This is an optimization exercise on Yosys and OpenROAD, whose aim is small area, not a production implementation.
Only simulation tests tie the RTL to the original design; equivalence was not proved.
Power and IR drop assume default switching activity.

File: flow/config.mk
export PLATFORM = sky130hd
export DESIGN_NAME = regfile_scoreboard
export DESIGN_NICKNAME = regfile_scoreboard
export VERILOG_FILES = /design/flow/design.v
export SDC_FILE = /design/flow/constraint.sdc
export NUM_CORES = 4
export LEC_CHECK = 0
export CAP_MARGIN = 20
export CORE_MARGIN = 2
export CORE_UTILIZATION = 40
export SETUP_SLACK_MARGIN = 0.5
export SLEW_MARGIN = 20
export SYNTH_HIERARCHICAL = 1
File: flow/constraint.sdc
create_clock -name core_clock -period 7.0 [get_ports {clk}]
set_input_delay 1.4000 -clock core_clock [delete_from_list [all_inputs] [get_ports {clk}]]
set_output_delay 1.4000 -clock core_clock [all_outputs]
set_load 0.01 [all_outputs]
File: flow/design.v
module rf_wmux (
  input  logic [31:0] q,
  input  logic [31:0] d,
  input  logic        we,
  input  logic        hold,
  output logic [31:0] y
);
  assign y = (q & {32{hold}}) | (d & {32{we}});
endmodule
module rf_aoi222 (
  input  logic a0, b0, a1, b1, a2, b2,
  output logic y
);
  assign y = !((a0 & b0) | (a1 & b1) | (a2 & b2));
endmodule
module rf_nand4 (
  input  logic a, b, c, d,
  output logic y
);
  assign y = !(a & b & c & d);
endmodule
module rf_nand3 (
  input  logic a, b, c,
  output logic y
);
  assign y = !(a & b & c);
endmodule
module rf_or3 (
  input  logic a, b, c,
  output logic y
);
  assign y = a | b | c;
endmodule
module rf_rdbit (
  input  logic [32:0] s,
  input  logic [32:0] d,
  output logic        y
);
  logic [10:0] t;
  logic [2:0]  u;
  for (genvar g = 0; g < 11; g++) begin : g_aoi
    rf_aoi222 u_aoi (.a0(s[3*g]), .b0(d[3*g]), .a1(s[3*g+1]), .b1(d[3*g+1]),
                     .a2(s[3*g+2]), .b2(d[3*g+2]), .y(t[g]));
  end
  rf_nand4 u_n0 (.a(t[0]), .b(t[1]), .c(t[2]),  .d(t[3]), .y(u[0]));
  rf_nand4 u_n1 (.a(t[4]), .b(t[5]), .c(t[6]),  .d(t[7]), .y(u[1]));
  rf_nand3 u_n2 (.a(t[8]), .b(t[9]), .c(t[10]), .y(u[2]));
  rf_or3   u_o  (.a(u[0]), .b(u[1]), .c(u[2]), .y(y));
endmodule
module regfile_scoreboard #(
  parameter int MAX_PEND = 3
) (
  input  logic          clk,
  input  logic          rst_n,
  input  logic [5:0]    ra1,
  input  logic [5:0]    ra2,
  input  logic          hilo_sel,
  output logic [31:0]   rd1,
  output logic [31:0]   rd2,
  input  logic          issue_valid,
  input  logic [5:0]    issue_wa,
  output logic          stall,
  input  logic          wb_valid,
  input  logic [5:0]    wb_wa,
  input  logic [31:0]   wb_data,
  input  logic [31:0]   wb_data_hi,
  output logic          wb_err
);
  function automatic logic [31:0] onehot(input logic [5:0] a);
    logic [31:0] o;
    for (int i = 0; i < 32; i++)
      o[i] = (i == 0) ? (a == 6'd33) : (a == 6'(i));
    onehot = o;
  endfunction
  logic [31:0] oh1, oh2, ohi, ohw;
  assign oh1 = onehot(ra1);
  assign oh2 = onehot(ra2);
  assign ohi = onehot(issue_wa);
  assign ohw = onehot(wb_wa);
  logic [31:0] we;
  assign we = wb_valid ? ohw : 32'd0;
  logic [31:0] gpr_q [1:31];
  logic [31:0] hi_q, lo_q;
  logic [31:0] vld_q;
  logic [1:0]  cnt_q [0:31];
  logic        wb_err_q;
  logic [31:0] nz, one, full3, zero, pnd;
  always_comb begin
    for (int i = 0; i < 32; i++) begin
      nz[i]    = cnt_q[i] != 2'd0;
      one[i]   = cnt_q[i] == 2'd1;
      full3[i] = cnt_q[i] == 2'(MAX_PEND);
      zero[i]  = cnt_q[i] == 2'd0;
      pnd[i]   = nz[i] && !(we[i] && one[i]);
    end
  end
  logic pend1, pend2, dest_full, stall_c;
  assign pend1     = |(oh1 & pnd);
  assign pend2     = |(oh2 & pnd);
  assign dest_full = |(ohi & full3 & ~we);
  assign stall_c   = issue_valid && (pend1 || pend2 || dest_full);
  assign stall     = stall_c;
  logic [31:0] inc, dec;
  assign inc = (issue_valid && !stall_c) ? ohi : 32'd0;
  assign dec = we & nz;
  logic [31:0] nx [0:32];
  for (genvar gi = 1; gi < 32; gi++) begin : g_row
    rf_wmux u_wm (.q(gpr_q[gi]), .d(wb_data), .we(we[gi]), .hold(!we[gi]), .y(nx[gi]));
  end
  rf_wmux u_wm_lo (.q(lo_q), .d(wb_data),    .we(we[0]), .hold(!we[0]), .y(nx[0]));
  rf_wmux u_wm_hi (.q(hi_q), .d(wb_data_hi), .we(we[0]), .hold(!we[0]), .y(nx[32]));
  logic [31:0] shown;
  assign shown = vld_q | we;
  logic [32:0] s1, s2;
  always_comb begin
    s1 = {1'b0, oh1 & shown};
    s2 = {1'b0, oh2 & shown};
    s1[32] = s1[0] &&  hilo_sel;
    s1[0]  = s1[0] && !hilo_sel;
    s2[32] = s2[0] &&  hilo_sel;
    s2[0]  = s2[0] && !hilo_sel;
  end
  for (genvar j = 0; j < 32; j++) begin : g_rd
    logic [32:0] col;
    for (genvar k = 0; k < 33; k++) begin : g_col
      assign col[k] = nx[k][j];
    end
    rf_rdbit u_rd1 (.s(s1), .d(col), .y(rd1[j]));
    rf_rdbit u_rd2 (.s(s2), .d(col), .y(rd2[j]));
  end
  for (genvar gi = 1; gi < 32; gi++) begin : g_reg
    always_ff @(posedge clk) gpr_q[gi] <= nx[gi];
  end
  always_ff @(posedge clk) begin
    hi_q <= nx[32];
    lo_q <= nx[0];
  end
  always_ff @(posedge clk or negedge rst_n) begin
    if (!rst_n) begin
      vld_q    <= '0;
      wb_err_q <= 1'b0;
      for (int i = 0; i < 32; i++) cnt_q[i] <= 2'd0;
    end else begin
      vld_q    <= vld_q | we;
      wb_err_q <= wb_err_q || |(we & zero);
      for (int i = 0; i < 32; i++)
        cnt_q[i] <= cnt_q[i] + 2'(inc[i]) - 2'(dec[i]);
    end
  end
  assign wb_err = wb_err_q;
endmodule
File: flow/run.sh
#!/bin/bash
# synth_recipe.tcl (not shown) runs the flow's synth.tcl, then flattens the netlist and writes it again
# the make line also repeats each setting of config.mk as NAME=value (left out here)
make -C /OpenROAD-flow-scripts/flow DESIGN_CONFIG=/design/flow/config.mk WORK_HOME=/design/flow/orfs CLKGATE_MAP_FILE= SYNTH_SCRIPT=/design/flow/synth_recipe.tcl finish
==> summary.json, run 1 <==
{
  "outcome": {"value": "complete, no violations"},
  "syn_nets": {"value": 4435},
  "floorplan.die.height": {"value": 355.2, "unit": "um"},
  "syn_area_cell": {"value": 11.53, "unit": "um^2"},
  "vdd_ir_drop_max": {"value": 0.0002159, "unit": "V"},
  "tritoncts.num_buffers": {"value": 114},
  "synth.ff_latch_count": {"value": 1153},
  "synth_compound_area_frac": {"value": 0.3498},
  "detail_route.drc_violations": {"value": 0},
  "dieWidth": {"value": 355.2, "unit": "um"},
  "ys_dominant_reg_cell": {"value": "sky130_fd_sc_hd__dfxtp_1"},
  "clock-sinks": {"value": 1153},
  "max_clk_rate": {"value": 151.4, "unit": "MHz"},
  "synth_cell_type_count": {"value": 67},
  "floorplan.core_area": {"value": 122000, "unit": "um^2"},
  "synth_edf_count": {"value": 0},
  "h_tree_depth": {"value": 3},
  "synthToLayoutAreaGrowth": {"value": 18.17, "unit": "%"},
  "synth_simple_gate_area_frac": {"value": 0.08365},
  "relSlewSlack": {"value": 0.1907},
  "dr.first_iter.drc_count": {"value": 11002},
  "synth_top_cells_by_area": {"value": "sky130_fd_sc_hd__dfxtp_1, sky130_fd_sc_hd__a22o_1, sky130_fd_sc_hd__a222oi_1"},
  "syn_area": {"value": 49330, "unit": "um^2"},
  "postCtsHoldBufs": {"value": 0},
  "synth.area.mux_share": {"value": 0},
  "detailed_place.area": {"value": 54170, "unit": "um^2"},
  "setup_total_negative_slack": {"value": 0, "unit": "ns"},
  "cell_chosen_for_the_clock_root": {"value": "sky130_fd_sc_hd__clkbuf_16"},
  "postSynth.asyncResetShare": {"value": 0.08413},
  "clk_latency": {"value": 0.72, "unit": "ns"},
  "post-route-min-period": {"value": 6.603, "unit": "ns"},
  "number_of_buffers_between_clock_root_and_the_deepest_sink": {"value": 3},
  "powerDensity": {"value": 294.0, "unit": "nW/um^2"},
  "critical_path_class": {"value": "input pin to primary output"},
  "finalSetupViolCount": {"value": 0},
  "commonest_non_fill_non_tap_cell_in_the_layout": {"value": "sky130_fd_sc_hd__dfxtp_1"},
  "dp_hpwl": {"value": 142500, "unit": "um"},
  "portBuffers": {"value": 158},
  "design_area": {"value": 58300, "unit": "um^2"},
  "first_global_vias": {"value": 44926},
  "first_pass_iters": {"value": 14},
  "min-delay-path-class": {"value": "flop to flop"},
  "layout_common_cells": {"value": "sky130_fd_sc_hd__dfxtp_1, sky130_fd_sc_hd__a22o_1, sky130_fd_sc_hd__a222oi_1, sky130_fd_sc_hd__buf_4, sky130_fd_sc_hd__clkdlybuf4s50_1"},
  "worstSetupEndpointType": {"value": "primary output"},
  "synth_top_family_by_area": {"value": "compound AO/OA/AOI/OAI gates"},
  "final_hold_viol_count": {"value": 0},
  "finClkSkew": {"value": 0.01852, "unit": "ns"},
  "yosysTopAreaCell": {"value": "sky130_fd_sc_hd__dfxtp_1"},
  "min_period_over_period": {"value": 0.9433},
  "max-cap-violations": {"value": 0},
  "crit_required": {"value": 5.60, "unit": "ns"},
  "route.detailed.vias_per_inst": {"value": 7.528},
  "timing.critical_path.from_type": {"value": "input pin"},
  "final_core_utilization": {"value": 0.4777},
  "io_pins": {"value": 159},
  "vias": {"value": 47745},
  "global_route_wire_length_before_repair": {"value": 324300, "unit": "um"},
  "rows": {"value": 128},
  "synth_xor_area_frac": {"value": 0.01136},
  "worstMarginPinSlew": {"value": 1.214, "unit": "ns"},
  "final_net_count": {"value": 4773},
  "grt_start_max_net_pins": {"value": 63},
  "wirelength": {"value": 228300, "unit": "um"},
  "dieArea": {"value": 126200, "unit": "um^2"},
  "grtUsageTotal": {"value": 0.3454},
  "power.leakage": {"value": 22.16, "unit": "nW"},
  "layout-drive-gt1-share": {"value": 0.1562},
  "timing_max_transition_violations_final": {"value": 0},
  "clkSlewWorstSetupHoldPaths": {"value": 0.06, "unit": "ns"},
  "grt-ovfl-total": {"value": 0},
  "clock_tree_from_tritoncts": {"value": "built"},
  "postSynthCellCount": {"value": 4278},
  "worstPathMaxFanout": {"value": 32},
  "dpl.cell_count": {"value": 6120},
  "floorplan.initialDensity": {"value": 0.4042},
  "critical_path_arrival": {"value": 5.20, "unit": "ns"},
  "avgRoutedWirePerCell": {"value": 36.00, "unit": "um"},
  "placement.setup.worst_slack": {"value": 0.2188, "unit": "ns"},
  "synth_fa_ha_area_frac": {"value": 0.01623},
  "synth-warning-count": {"value": 12},
  "globalplace.congestion": {"value": 1.002},
  "yosysTopAreaCellShare": {"value": 0.4285},
  "seq_area_frac_synth": {"value": 0.4777},
  "final.setup.worst_slack": {"value": 0.3968, "unit": "ns"},
  "grt_setup_unrepaired": {"value": "yes"},
  "antenna_violating_nets_post_route": {"value": 0},
  "layout.cells.non_filler": {"value": 6342},
  "antenna_found_initial": {"value": 10}
}
==> cells in the mapped netlist (6+ instances only) <==
| cell type | number |
|---|---|
| sky130_fd_sc_hd__a22oi_1 | 12 |
| sky130_fd_sc_hd__dfrtp_1 | 97 |
| sky130_fd_sc_hd__inv_1 | 134 |
| sky130_fd_sc_hd__o22ai_1 | 12 |
| sky130_fd_sc_hd__nor4_1 | 9 |
| sky130_fd_sc_hd__and3b_1 | 6 |
| sky130_fd_sc_hd__nor2_1 | 160 |
| sky130_fd_sc_hd__and4b_1 | 11 |
| sky130_fd_sc_hd__nand3_1 | 74 |
| sky130_fd_sc_hd__or3_1 | 66 |
| sky130_fd_sc_hd__nor3b_1 | 6 |
| sky130_fd_sc_hd__ha_1 | 64 |
| sky130_fd_sc_hd__clkbuf_1 | 43 |
| sky130_fd_sc_hd__a22o_2 | 66 |
| sky130_fd_sc_hd__nand4bb_1 | 6 |
| sky130_fd_sc_hd__or4b_2 | 6 |
| sky130_fd_sc_hd__o211ai_1 | 9 |
| sky130_fd_sc_hd__nor3_2 | 30 |
| sky130_fd_sc_hd__xnor2_1 | 64 |
| sky130_fd_sc_hd__buf_2 | 9 |
| sky130_fd_sc_hd__nor4bb_1 | 14 |
| sky130_fd_sc_hd__o21ai_0 | 20 |
| sky130_fd_sc_hd__and2_1 | 8 |
| sky130_fd_sc_hd__nand4b_1 | 8 |
| sky130_fd_sc_hd__nand2b_1 | 6 |
| sky130_fd_sc_hd__a222oi_1 | 704 |
| sky130_fd_sc_hd__nand2_1 | 55 |
| sky130_fd_sc_hd__nand4_1 | 145 |
| sky130_fd_sc_hd__dfxtp_1 | 1056 |
| sky130_fd_sc_hd__nor3_1 | 63 |
| sky130_fd_sc_hd__a21oi_1 | 29 |
| sky130_fd_sc_hd__o2111ai_1 | 14 |
| sky130_fd_sc_hd__nor2b_1 | 7 |
| sky130_fd_sc_hd__a22o_1 | 991 |
| sky130_fd_sc_hd__buf_6 | 203 |
| sky130_fd_sc_hd__nor4b_1 | 9 |
==> Yosys stat by module, one instance, submodules excluded, a selection <==
module,flops+latches,times used,area (um^2)
rf_aoi222,0,704,10.01
rf_nand3,0,64,5.005
rf_wmux,0,33,350.3
rf_or3,0,64,6.256
rf_nand4,0,128,6.256
regfile_scoreboard,1153,1,29200
==> path summary, 6_finish.rpt <==
check / start / to / slack, ns / depth (start not counted)
max: ra2[2] / rd2[8] / 0.40 / 9
min: vld_q[13]$_DFF_PN0_ / vld_q[13]$_DFF_PN0_ / 0.48 / 2
max reg2reg: cnt_q[27][1]$_DFF_PN0_ / cnt_q[0][1]$_DFF_PN0_ / 3.67 / 12
min reg2reg: vld_q[13]$_DFF_PN0_ / vld_q[13]$_DFF_PN0_ / 0.48 / 2
max in group asynchronous: rst_n / vld_q[30]$_DFF_PN0_ / 5.02 / 2
min in group asynchronous: rst_n / cnt_q[14][1]$_DFF_PN0_ / 0.66 / 1
==> layer usage <==
metal	GRT usage	wire length, um
met5	0	26
met4	0.2225	16970
met3	0.09200	32150
met2	0.4820	91660
met1	0.4680	87530
==> cells by family (layout without fill, tap and decap cells) <==
logic type,after synthesis,after routing
flops,1153,1153
compound gates,1889,1889
buf+inv,395,827
fa+ha+maj,64,64
xor+xnor,64,64
simple gates,713,714
other cells,0,6
==> flip-flops by register name (all words and copies together) (netlist names) <==
name      cells
gpr_q       992
cnt_q        64
hi_q         32
lo_q         32
vld_q        32
wb_err_q      1
==> critical path: stages <==
cell and delay [ns]:
sky130_fd_sc_hd__clkdlybuf4s50_1 0.66, sky130_fd_sc_hd__nand2b_1 0.62, sky130_fd_sc_hd__buf_4 0.31, sky130_fd_sc_hd__nor3_2 0.06
sky130_fd_sc_hd__buf_4 0.29, sky130_fd_sc_hd__a222oi_1 0.49, sky130_fd_sc_hd__nand3_1 0.35, sky130_fd_sc_hd__or3_1 0.43
sky130_fd_sc_hd__clkdlybuf4s50_1 0.49
==> per-stage QoR <==
step	hold WS (ns)	power [mW]
3_3_place_gp	0.4463	10.59
5_1_grt	0.4923	17.70
3_5_place_dp	0.4603	10.66
2_1_floorplan	0.4268	9.748
6_report	0.4781	17.14
4_1_cts	0.4761	17.07
==> where the power goes <==
part           internal (mW)  switching (mW)
Clock                   3.74            2.77
Sequential              7.59           0.418
Combinational           1.14            1.49
Total                   12.5            4.67
==> cell type report <==
cell class / instances / area [um^2]
diodes: 6 / 15.01
clock buffers: 180 / 3445
clock inverters: 31 / 467.9
fillers: 11091 / 63740
inverters: 134 / 504.2
multi-input cells: 2731 / 23490
flip-flops and latches: 1153 / 23570
well taps: 1625 / 2033
repair buffers: 482 / 4775
==> what timing repair did <==
action	CTS	global route
pin swaps	12	13
setup endpoints to repair	64	56
gates resized for setup	26	30
gates cloned	1	0
buffers inserted	1	3
==> run 2, diff against run 1 <==
==> flow/config.mk (replaced) <==
export PLATFORM = sky130hd
export DESIGN_NAME = regfile_scoreboard
export DESIGN_NICKNAME = regfile_scoreboard
export VERILOG_FILES = /design/flow/design.v
export SDC_FILE = /design/flow/constraint.sdc
export NUM_CORES = 4
export LEC_CHECK = 0
export CAP_MARGIN = 0
export CORE_MARGIN = 2
export CORE_UTILIZATION = 60
export CTS_BUF_LIST = sky130_fd_sc_hd__clkbuf_4 sky130_fd_sc_hd__clkbuf_8
export CTS_CLUSTER_SIZE = 30
export SETUP_SLACK_MARGIN = 0
export SLEW_MARGIN = 0
export SYNTH_HIERARCHICAL = 1
==> run 2 against run 1 <==
Effect of this change:
- now fails the layout checks on setup timing
- global-route usage grew 16 points
- synthesized cell count unchanged
- clock skew is 0.013 ns higher
- die area shrank 33%
- count of clock-buffer cells in the layout grew 122
- wire length is 2.3% lower
- fmax shrank 6.7%
- highest routed layer unchanged
==> summary.json, run 2 <==
{
  "syn_area": {"value": 49330, "unit": "um^2"},
  "detail_route.drc_violations": {"value": 0},
  "dr_wl_met3": {"value": 33610, "unit": "um"},
  "relSlewSlack": {"value": 0.1055},
  "antenna_violating_nets_post_route": {"value": 0},
  "synth_top_cells_by_area": {"value": "sky130_fd_sc_hd__dfxtp_1, sky130_fd_sc_hd__a22o_1, sky130_fd_sc_hd__a222oi_1"},
  "clk_latency": {"value": 0.89, "unit": "ns"},
  "yosysTopAreaCellShare": {"value": 0.4285},
  "list_of_most_frequent_post_synthesis_cells": {"value": "sky130_fd_sc_hd__dfxtp_1, sky130_fd_sc_hd__a22o_1, sky130_fd_sc_hd__a222oi_1"},
  "met2_wirelength": {"value": 90950, "unit": "um"},
  "ys_dominant_reg_cell": {"value": "sky130_fd_sc_hd__dfxtp_1"},
  "largest_register_ffs": {"value": 992},
  "worstPathMaxFanout": {"value": 16},
  "first_global_vias": {"value": 47561},
  "final_hold_viol_count": {"value": 0},
  "final.setup.worst_slack": {"value": -0.07933, "unit": "ns"},
  "synth_cell_type_count": {"value": 67},
  "worstSetupEndpointType": {"value": "primary output"},
  "crit_required": {"value": 5.60, "unit": "ns"},
  "worstMarginPinSlew": {"value": 1.335, "unit": "ns"},
  "startpoint": {"value": "wb_wa[2]"},
  "dr.first_iter.drc_count": {"value": 11489},
  "critical_path_arrival": {"value": 5.68, "unit": "ns"},
  "antenna_found_initial": {"value": 8},
  "clkSlewWorstSetupHoldPaths": {"value": 0.07, "unit": "ns"},
  "dr.max_layer_used": {"value": "met5"},
  "wl_met1": {"value": 75790, "unit": "um"},
  "synthToLayoutAreaGrowth": {"value": 17.83, "unit": "%"},
  "dieArea": {"value": 84530, "unit": "um^2"},
  "layout_common_cells": {"value": "sky130_fd_sc_hd__dfxtp_1, sky130_fd_sc_hd__a22o_1, sky130_fd_sc_hd__a222oi_1, sky130_fd_sc_hd__buf_4, sky130_fd_sc_hd__clkbuf_8"},
  "layout.cells.non_filler": {"value": 5979},
  "final_net_count": {"value": 4912},
  "seq_area_frac_synth": {"value": 0.4777},
  "grt-ovfl-total": {"value": 0},
  "cts.repair.resized": {"value": 0},
  "power.leakage": {"value": 22.71, "unit": "nW"},
  "layout-drive-gt1-share": {"value": 0.1922},
  "n_fill_cell": {"value": 6147},
  "worst_path_largest_cell_delay": {"value": 0.63, "unit": "ns"},
  "grt_setup_unrepaired": {"value": "yes"},
  "violatedChecks": {"value": "setup timing"},
  "syn_nets": {"value": 4435},
  "postCtsHoldBufs": {"value": 0},
  "tritoncts.num_buffers": {"value": 185},
  "grtUsageTotal": {"value": 0.5087},
  "timing.rr.start": {"value": "cnt_q[27][1]$_DFF_PN0_"},
  "first_pass_iters": {"value": 15},
  "h_tree_depth": {"value": 4},
  "route.detailed.vias_per_inst": {"value": 8.246},
  "portBuffers": {"value": 158},
  "yosysTopAreaCell": {"value": "sky130_fd_sc_hd__dfxtp_1"},
  "postSynth.asyncResetShare": {"value": 0.08413},
  "synth-warning-count": {"value": 12},
  "cell_chosen_for_the_clock_root": {"value": "sky130_fd_sc_hd__clkbuf_8"},
  "wirelength": {"value": 223000, "unit": "um"},
  "post-route-min-period": {"value": 7.079, "unit": "ns"},
  "max_clk_rate": {"value": 141.3, "unit": "MHz"},
  "syn_area_cell": {"value": 11.53, "unit": "um^2"},
  "number_of_buffers_between_clock_root_and_the_deepest_sink": {"value": 3},
  "dpl.cell_count": {"value": 5638},
  "postSynthCellCount": {"value": 4278},
  "floorplan.die.height": {"value": 290.7, "unit": "um"},
  "dp_hpwl": {"value": 141500, "unit": "um"},
  "postCtsSetupBuffers": {"value": 0},
  "floorplan.initialDensity": {"value": 0.6037},
  "cp_slowest_cell": {"value": "sky130_fd_sc_hd__a222oi_1"},
  "placement.setup.worst_slack": {"value": 0.07629, "unit": "ns"},
  "io_pins": {"value": 159},
  "floorplan.core_area": {"value": 81720, "unit": "um^2"},
  "critical_path_class": {"value": "input pin to primary output"},
  "timing.critical_path.from_type": {"value": "input pin"},
  "rows": {"value": 105},
  "regMostFlops": {"value": "gpr_q"},
  "finClkSkew": {"value": 0.03190, "unit": "ns"},
  "cp_common_cell": {"value": "sky130_fd_sc_hd__clkdlybuf4s50_1"},
  "global_route_wire_length_before_repair": {"value": 321900, "unit": "um"},
  "clock_tree_from_tritoncts": {"value": "built"},
  "globalplace.congestion": {"value": 1.023},
  "min_period_over_period": {"value": 1.011},
  "synth.ff_latch_count": {"value": 1153},
  "max-cap-violations": {"value": 0},
  "synth_edf_count": {"value": 0},
  "powerDensity": {"value": 295.3, "unit": "nW/um^2"},
  "vias": {"value": 49304},
  "largestRegisters": {"value": "gpr_q x992, cnt_q x64"},
  "clock-sinks": {"value": 1153},
  "finalSetupViolCount": {"value": 8},
  "grt_start_max_net_pins": {"value": 68},
  "vdd_ir_drop_max": {"value": 0.0002280, "unit": "V"},
  "synth.most_common_cell": {"value": "sky130_fd_sc_hd__dfxtp_1"},
  "min-delay-path-class": {"value": "input pin to asynchronous set/reset pin"},
  "dieWidth": {"value": 290.7, "unit": "um"},
  "avgRoutedWirePerCell": {"value": 37.30, "unit": "um"},
  "timing_max_transition_violations_final": {"value": 0},
  "outcome": {"value": "complete, but fails checks"},
  "cell_chain_of_the_critical_path": {"value": "clkdlybuf4s50_1, buf_4, nor3b_1, and2_2, inv_1, buf_12, a22o_1, a222oi_1, nand4_1, or3_1, clkdlybuf4s50_1"},
  "commonest_non_fill_non_tap_cell_in_the_layout": {"value": "sky130_fd_sc_hd__dfxtp_1"}
}
[run 2: layer usage]
layer	vias up	track usage
met3	1305	0.1682
met5	-	0.001702
met1	23472	0.6210
met2	4926	0.7298
li1	19599	-
met4	2	0.4167
[run 2: cells by family after synthesis]
| group | synth area share |
|---|---|
| AO/OA/AOI/OAI | 0.3498 |
| flip-flops | 0.4777 |
| XOR/XNOR | 0.01136 |
| buffers and inverters | 0.06120 |
| adder cells (fa/ha/maj) | 0.01623 |
| AND/OR/NAND/NOR | 0.08365 |
[run 2: report_power, final]
part / internal, mW / leakage (nW) / switching (mW) / total, mW
Combinational: 1.15 / 10.6 / 1.52 / 2.67
Sequential: 7.59 / 9.88 / 0.423 / 8.01
Clock: 3.60 / 2.20 / 2.88 / 6.48
[run 2: path summary, 6_finish.rpt]
| path | to | slack, ns | cells past startpoint |
|---|---|---|---|
| worst max-delay path | rd2[23] | -0.08 | 11 |
| worst max register to register | cnt_q[5][1]$_DFF_PN0_ | 3.59 | 11 |
| worst min-delay path | cnt_q[25][1]$_DFF_PN0_ | 0.46 | 1 |
| max in group asynchronous | cnt_q[15][1]$_DFF_PN0_ | 5.17 | 2 |
| worst min register to register | vld_q[11]$_DFF_PN0_ | 0.48 | 2 |
| min in group core_clock | vld_q[11]$_DFF_PN0_ | 0.48 | 2 |
[run 2: stage by stage]
step	instance area, um^2	utilization	setup TNS, ns	power [mW]	hold slack (ns)
5_1_grt	58120	0.7112	-0.006091	17.68	0.4761
3_5_place_dp	53920	0.6599	0	10.68	0.4585
2_1_floorplan	49330	-	0	9.746	0.4268
3_3_place_gp	53920	0.6599	0	10.59	0.4554
6_report	58130	0.7113	-0.1878	17.16	0.4605
4_1_cts	58060	0.7105	0	17.02	0.4262
[run 2: area by class of cell]
type	count	area, um^2	area share
Antenna cell	7	17.52	0.0003013
Sequential cell	1153	23570	0.4054
Multi-Input combinational cell	2730	23330	0.4014
Clock inverter	32	406.6	0.006996
Inverter	134	503.0	0.008653
Timing Repair Buffer	551	5231	0.09000
Clock buffer	302	3731	0.06419
Tap cell	1070	1339	0.02303
[run 2: worst max-delay path: cells and delay by family]
kind | cells | cell delay [ns]
simple gates | 4 | 1.61
buf+inv | 5 | 1.76
compound gates | 2 | 0.89
[run 2: Yosys stat by module (local to each module, per instance), a selection]
| module | flip-flops and latches | cells inside | cell area, um^2 | times used |
|---|---|---|---|---|
| rf_aoi222 | 0 | 1 | 10.01 | 704 |
| rf_wmux | 0 | 38 | 350.3 | 33 |
| rf_or3 | 0 | 1 | 6.256 | 64 |
| rf_nand3 | 0 | 1 | 5.005 | 64 |
| regfile_scoreboard | 1153 | 2064 | 29200 | 1 |
| rf_nand4 | 0 | 1 | 6.256 | 128 |

==> re-timing with driven ports <==
The results above use ideal ports. As a check the final layouts listed here were re-extracted and re-timed, cells and wires unchanged. Step 1 assumes that a clkbuf_16 drives the clock port and a buf_2 every other input. Step 2 times the ports against the registers' clock, not the clock port: input delays grow and output delays shrink by t, the midpoint of the rising clock arrivals with the driver on. Three values: ideal, step 1, step 2; two values: the first two.
run | t, ns | setup slack, ns | worst setup path at the end
run 1 | 0.789 | 0.397 / 0.364 / 0.364 | input to output
run 2 | 0.971 | -0.079 / -0.101 / -0.101 | input to output
For run 1, which loses most, drivers alone change the setup slack by -0.033 ns; drivers and shift together by -0.033 ns.
